This design comes from an exercise in tuning for small area, a short achievable clock period and few clock cycles per item on the open sky130 flow, not from production work. In this exercise RTL edits were held to simulation tests only and were not proved equivalent to the original. Power is estimated from default activity; no workload was simulated.

## lane 1
## fpu_mult_arb
module fpu_mult_arb
#(
   parameter int NUM_REQ = 4
)(
   input  logic                    clk,
   input  logic                    rst,
   input  logic [NUM_REQ-1:0]      req_valid,
   output logic [NUM_REQ-1:0]      req_ready,
   input  logic [NUM_REQ*FP_W-1:0] req_a,
   input  logic [NUM_REQ*FP_W-1:0] req_b,
   output logic [NUM_REQ-1:0]      rsp_valid,
   input  logic [NUM_REQ-1:0]      rsp_ready,
   output logic [FP_W-1:0]         rsp_data,
   output logic                    busy
);
==> flow/config.mk <==
export PLATFORM = sky130hd
export DESIGN_NAME = fpu_mult_arb
export DESIGN_NICKNAME = fpu_mult_arb
export VERILOG_FILES = /design/flow/design.v
export SDC_FILE = /design/flow/constraint.sdc
export NUM_CORES = 4
export LEC_CHECK = 0
export CAP_MARGIN = 0
export CORE_MARGIN = 2
export CORE_UTILIZATION = 60
export SLEW_MARGIN = 0
export SYNTH_HIERARCHICAL = 1
export SYNTH_MINIMUM_KEEP_SIZE = 0
export TNS_END_PERCENT = 0
==> flow/constraint.sdc <==
create_clock -name core_clock -period 9.0 [get_ports {clk}]
set_input_delay 1.8000 -clock core_clock [delete_from_list [all_inputs] [get_ports {clk}]]
set_output_delay 1.8000 -clock core_clock [all_outputs]
set_load 0.01 [all_outputs]
standard.sh (not shown) runs the stock make flow with config.mk's settings and CLKGATE_MAP_FILE= SYNTH_SCRIPT=/design/flow/synth_recipe.tcl, a recipe that flattens the netlist after the stock synthesis.
==> flow/flow/run.sh <==
#!/bin/bash
set -euo pipefail
MARGIN=5.8
cd "$(dirname "$0")/.."
bash standard.sh "BUFFER_PORTS_ARGS=-buffer_cell sky130_fd_sc_hd__buf_1" \
   "SETUP_SLACK_MARGIN=$MARGIN" finish > standard.log 2>&1
Testbench counts of lane 1, summed over its fixed seeds: cycles 3,232, items 3,200.
[inputs] lane 2 vs lane 1
Settings: CTS_BUF_LIST: unset -> sky130_fd_sc_hd__clkbuf_4; CTS_CLUSTER_SIZE: unset -> 20.
diff --git a/flow/flow/run.sh b/flow/flow/run.sh
--- a/flow/flow/run.sh
+++ b/flow/flow/run.sh
@@ -1,0 +2,5 @@
+# Layout flow: the standard layout (standard.sh: the standard synthesis,
+# floorplan, power grid, placement, CTS and routing, all unchanged) with two
+# settings of how the layout is made:
+#   - every input and output port still gets its own buffer, but a
+#     sky130_fd_sc_hd__buf_1 instead of the delay cell buffer_ports picks;
Notes after the runs:
Lane 2 vs. lane 1: share of total power in the clock network went down by 2.0 points. Number of iterations in the first detailed-routing pass essentially unchanged between lane 2 and lane 1. Diff lane 1..lane 2 | average cell area after synthesis | unchanged. Against lane 1 as the reference, lane 2 delivers a higher met2 layer usage reported by global route. Relative to lane 1, global-route wire length before repair has gone up in lane 2. From lane 1 to lane 2 the numbers moved as follows: final cell count has increased; clock latency at the later pin of the worst-skew pair has increased; global-route usage has increased. As far as overall die height goes, lane 2 and lane 1 are indistinguishable; the numbers are identical. In lane 2 relative to lane 1, number of clock-tree buffers in the layout had gone up by more than 100%. Post-route fraction of the period consumed by the critical path: lane 2 > lane 1.
What lane 3 does differently from lane 2 at the input level:
Settings: CTS_CLUSTER_SIZE no longer set, was 20; CTS_BUF_LIST no longer set, was sky130_fd_sc_hd__clkbuf_4.
--- outcome ---
Lane 3 finished end to end and its layout was clean on timing, DRC and antenna.
Comparing lane 2 and lane 3, the higher global-route met2 utilization was measured on lane 2.
Summary: hold slack, lane 3 better than lane 2
Min final critical delay including setup and external delays across lane 2 and lane 3: lane 3
On required time of the worst setup path: between lane 2 and lane 3, it ends up lower for lane 3.
Delta (lane 3 minus lane 2): count of clock-buffer cells in the layout went down by 65; layout overhead on the synthesized area went up by 0.19 points; fraction of the cycle the final worst path needs went down by 0.74 points.
Average wire per cell in the routed design, lane 3 vs lane 2: up by a few percent
Going from lane 2 to lane 3, wire length shrinks by 660 um.
For floorplan die area, lane 2 and lane 3 come out practically identical.
Compared lane 2 against lane 3; summed area of non-filler cells in the final layout within noise.
What lane 4 does differently from lane 3 at the input level:
Settings: swapping 0 for 5 in TNS_END_PERCENT.
==> flow/flow/run.sh <==
#!/bin/bash
set -euo pipefail
MARGIN=6.0
cd "$(dirname "$0")/.."
bash standard.sh "BUFFER_PORTS_ARGS=-buffer_cell sky130_fd_sc_hd__buf_1" \
   "SETUP_SLACK_MARGIN=$MARGIN" finish > standard.log 2>&1
## What came out
NOTE: met1 track utilization from global routing in lane 4 exceeds that of lane 3. Power share of the sequential group ended up 0.5 points lower on lane 4 than on lane 3. Relative to lane 3, number of gates resized after CTS increased by 16 in lane 4. Of lane 3 and lane 4, lane 4 shows the lower filler cell count, with lane 3 above it. Of lane 3 and lane 4, the lower post-route worst setup slack belongs to lane 3. Reported for lane 3 and lane 4, setup total negative slack turned out identical to the last digit. Transition time at the pin with the least slew margin | lane 4 below lane 3. Against lane 3, lane 4 comes in 7.0 points higher on area growth from synthesis to layout. The total power of lane 3 and that of lane 4 are within noise of each other. Summary of lane 4 over lane 3: global-route usage higher, number of ordinary and repair buffers in the finished layout grew by 19%.

fpu_mult_arb, a different RTL version from the one above (not shown whole).
Size in the first run: ~310 flip-flops, ~0.024 mm² of cells after synthesis.
==> flow/config.mk <==
export PLATFORM = sky130hd
export DESIGN_NAME = fpu_mult_arb
export DESIGN_NICKNAME = fpu_mult_arb
export VERILOG_FILES = /design/flow/design.v
export SDC_FILE = /design/flow/constraint.sdc
export NUM_CORES = 4
export LEC_CHECK = 0
export CAP_MARGIN = 20
export CORE_MARGIN = 2
export CORE_UTILIZATION = 60
export SLEW_MARGIN = 20
export SYNTH_HIERARCHICAL = 1
export SYNTH_MINIMUM_KEEP_SIZE = 0
export TNS_END_PERCENT = 0
==> flow/constraint.sdc <==
create_clock -name core_clock -period 9.0 [get_ports {clk}]
set_input_delay 1.8000 -clock core_clock [delete_from_list [all_inputs] [get_ports {clk}]]
set_output_delay 1.8000 -clock core_clock [all_outputs]
set_load 0.01 [all_outputs]
==> flow/flow/run.sh <==
#!/bin/bash
# Layout flow: the standard layout (standard.sh: the standard synthesis,
# floorplan, power grid, placement, CTS and routing, all unchanged) with two
# settings of how the layout is made:
#   - every input and output port still gets its own buffer, but a
#     sky130_fd_sc_hd__buf_1 instead of the delay cell buffer_ports picks;
set -euo pipefail
MARGIN=6.0
cd "$(dirname "$0")/.."
bash standard.sh "BUFFER_PORTS_ARGS=-buffer_cell sky130_fd_sc_hd__buf_1" \
   "SETUP_SLACK_MARGIN=$MARGIN" finish > standard.log 2>&1
The first run completed without violations.
Testbench counts at the start, summed over its fixed seeds: cycles 3,232, items 3,200.
Then changed:
--- a/flow/flow/run.sh
+++ b/flow/flow/run.sh
@@ -8 +8 @@
-MARGIN=6.0
+MARGIN=5.8
--- a/flow/config.mk
+++ b/flow/config.mk
@@ -10,0 +11 @@
+export PLACE_DENSITY = 0.75
=> Combinational power fell by about 2%. Via count decreases by about 6%. Clock skew drops by 0.0073 ns. Total power is about the same. Routed wire length came out lower by about 15%. Worst setup slack is worse by 0.067 ns.
Then changed:
--- a/flow/config.mk
+++ b/flow/config.mk
@@ -8 +8,2 @@
-export CAP_MARGIN = 20
+export ABC_AREA = 1
+export CAP_MARGIN = 0
@@ -11,2 +12 @@
-export PLACE_DENSITY = 0.75
-export SLEW_MARGIN = 20
+export SLEW_MARGIN = 0
Register-to-register slack degrades by 0.07 ns; cell area went up by 9.5%; via count went up by 52%; final cell count went up by 69%; core utilization went down by 0.90 points; routed wire length went up by 33%; total power went up by 11%; hold slack stays flat.
Then changed:
--- a/flow/config.mk
+++ b/flow/config.mk
@@ -8 +7,0 @@
-export ABC_AREA = 1
Outcome: Setup slack is better by 0.057 ns; die area decreases by 9.5%; sequential share of layout area increases by 2.4 points; routed wire length decreases by about 23%; power decreases by 6.1%; clock-buffer cell count increases by 5; synthesized cell count decreases by about 50%.
Then changed:
--- a/flow/config.mk
+++ b/flow/config.mk
@@ -8 +8 @@
-export CAP_MARGIN = 0
+export CAP_MARGIN = 20
@@ -11 +11 @@
-export SLEW_MARGIN = 0
+export SLEW_MARGIN = 20
Result:
- flip-flop and latch count is unchanged
- utilization stays flat
- synthesized cell count stays the same
- cell count hardly moves
- total power goes down by 0.91%
- wire length came out higher by 0.36%
Then changed:
--- a/flow/config.mk
+++ b/flow/config.mk
@@ -14 +13,0 @@
-export TNS_END_PERCENT = 0
After rerunning: Worst hold slack improves by 0.0039 ns; worst setup slack barely changes; clock skew fell by 0.026 ns; clock-buffer cell count fell by 1; core utilization rose by 0.82 points; total power fell slightly; flip-flop and latch count is unchanged; fmax hardly moves; design area rose slightly.

Another version of the RTL of fpu_mult_arb (not shown whole).
For scale: about 2000 cells after synthesis, roughly 310 flip-flops, ~25000 um2 of cells after synthesis.
==> flow/config.mk <==
export PLATFORM = sky130hd
export DESIGN_NAME = fpu_mult_arb
export DESIGN_NICKNAME = fpu_mult_arb
export VERILOG_FILES = /design/flow/design.v
export SDC_FILE = /design/flow/constraint.sdc
export NUM_CORES = 4
export LEC_CHECK = 0
export CAP_MARGIN = 20
export CORE_MARGIN = 2
export CORE_UTILIZATION = 60
export SLEW_MARGIN = 20
export SYNTH_HIERARCHICAL = 1
export SYNTH_MINIMUM_KEEP_SIZE = 0
==> flow/constraint.sdc <==
create_clock -name core_clock -period 9.0 [get_ports {clk}]
set_input_delay 1.8000 -clock core_clock [delete_from_list [all_inputs] [get_ports {clk}]]
set_output_delay 1.8000 -clock core_clock [all_outputs]
set_load 0.01 [all_outputs]
==> flow/flow/run.sh <==
#!/bin/bash
# Layout flow: the standard layout (standard.sh: the standard synthesis,
# floorplan, power grid, placement, CTS and routing, all unchanged) with two
# settings of how the layout is made:
#   - every input and output port still gets its own buffer, but a
#     sky130_fd_sc_hd__buf_1 instead of the delay cell buffer_ports picks;
set -euo pipefail
MARGIN=6.0
cd "$(dirname "$0")/.."
bash standard.sh "BUFFER_PORTS_ARGS=-buffer_cell sky130_fd_sc_hd__buf_1" \
   "SETUP_SLACK_MARGIN=$MARGIN" finish > standard.log 2>&1
Testbench counts at the start, summed over its fixed seeds: cycles 3,232, items 3,200.
Next try:
--- a/flow/flow/run.sh
+++ b/flow/flow/run.sh
@@ -8 +8 @@
-MARGIN=6.0
+MARGIN=5.8
Effect: Wire length is lower by roughly a tenth; worst setup slack is worse by 120 ps; global-route usage falls by 6.7 points; final area falls by a little under a tenth.

-- port drivers added, routing unchanged --
No port has a modelled driver above. Below, the same layouts with a new extraction and two added sets of constraints. Step 1, drivers: a clkbuf_16 drives clk and a buf_2 each remaining input, both assumed. Step 2 adds t to the input delays and takes it off the output delays; t is the mean of the earliest and latest rising clock arrival at the registers after step 1. Input paths then give back, and output paths get back, about the clock's delay inside the block. Three values: ideal, step 1, step 2; two values: the first two.
run | t, ns | setup WS [ns] | worst setup path at the end
lane 1 | 0.639 | 5.759 / 5.759 / 5.237 | input to register
lane 2 | 0.818 | 5.692 / 5.692 / 5.254 | input to register
lane 3 | 0.639 | 5.759 / 5.759 / 5.237 | input to register
lane 4 | 0.657 | 5.810 / 5.810 / 5.225 | input to register
the first run of note 2 | 0.601 | 5.896 / 5.896 / 5.439 | input to register
the second run of note 2 | 0.588 | 5.830 / 5.830 / 5.409 | input to register
the third run of note 2 | 0.627 | 5.761 / 5.761 / 5.531 | input to register
the fourth run of note 2 | 0.605 | 5.818 / 5.818 / 5.348 | input to register
the fifth run of note 2 | 0.600 | 5.798 / 5.798 / 5.358 | input to register
the sixth run of note 2 | 0.603 | 5.801 / 5.801 / 5.445 | input to register
the first run of note 3 | 0.605 | 5.938 / 5.938 / 5.369 | input to register
the second run of note 3 | 0.605 | 5.823 / 5.823 / 5.317 | input to register
After both steps setup and hold are still met in every run listed. For lane 4, which loses most, drivers alone change the setup slack by 0.000 ns; drivers and shift together by -0.585 ns.
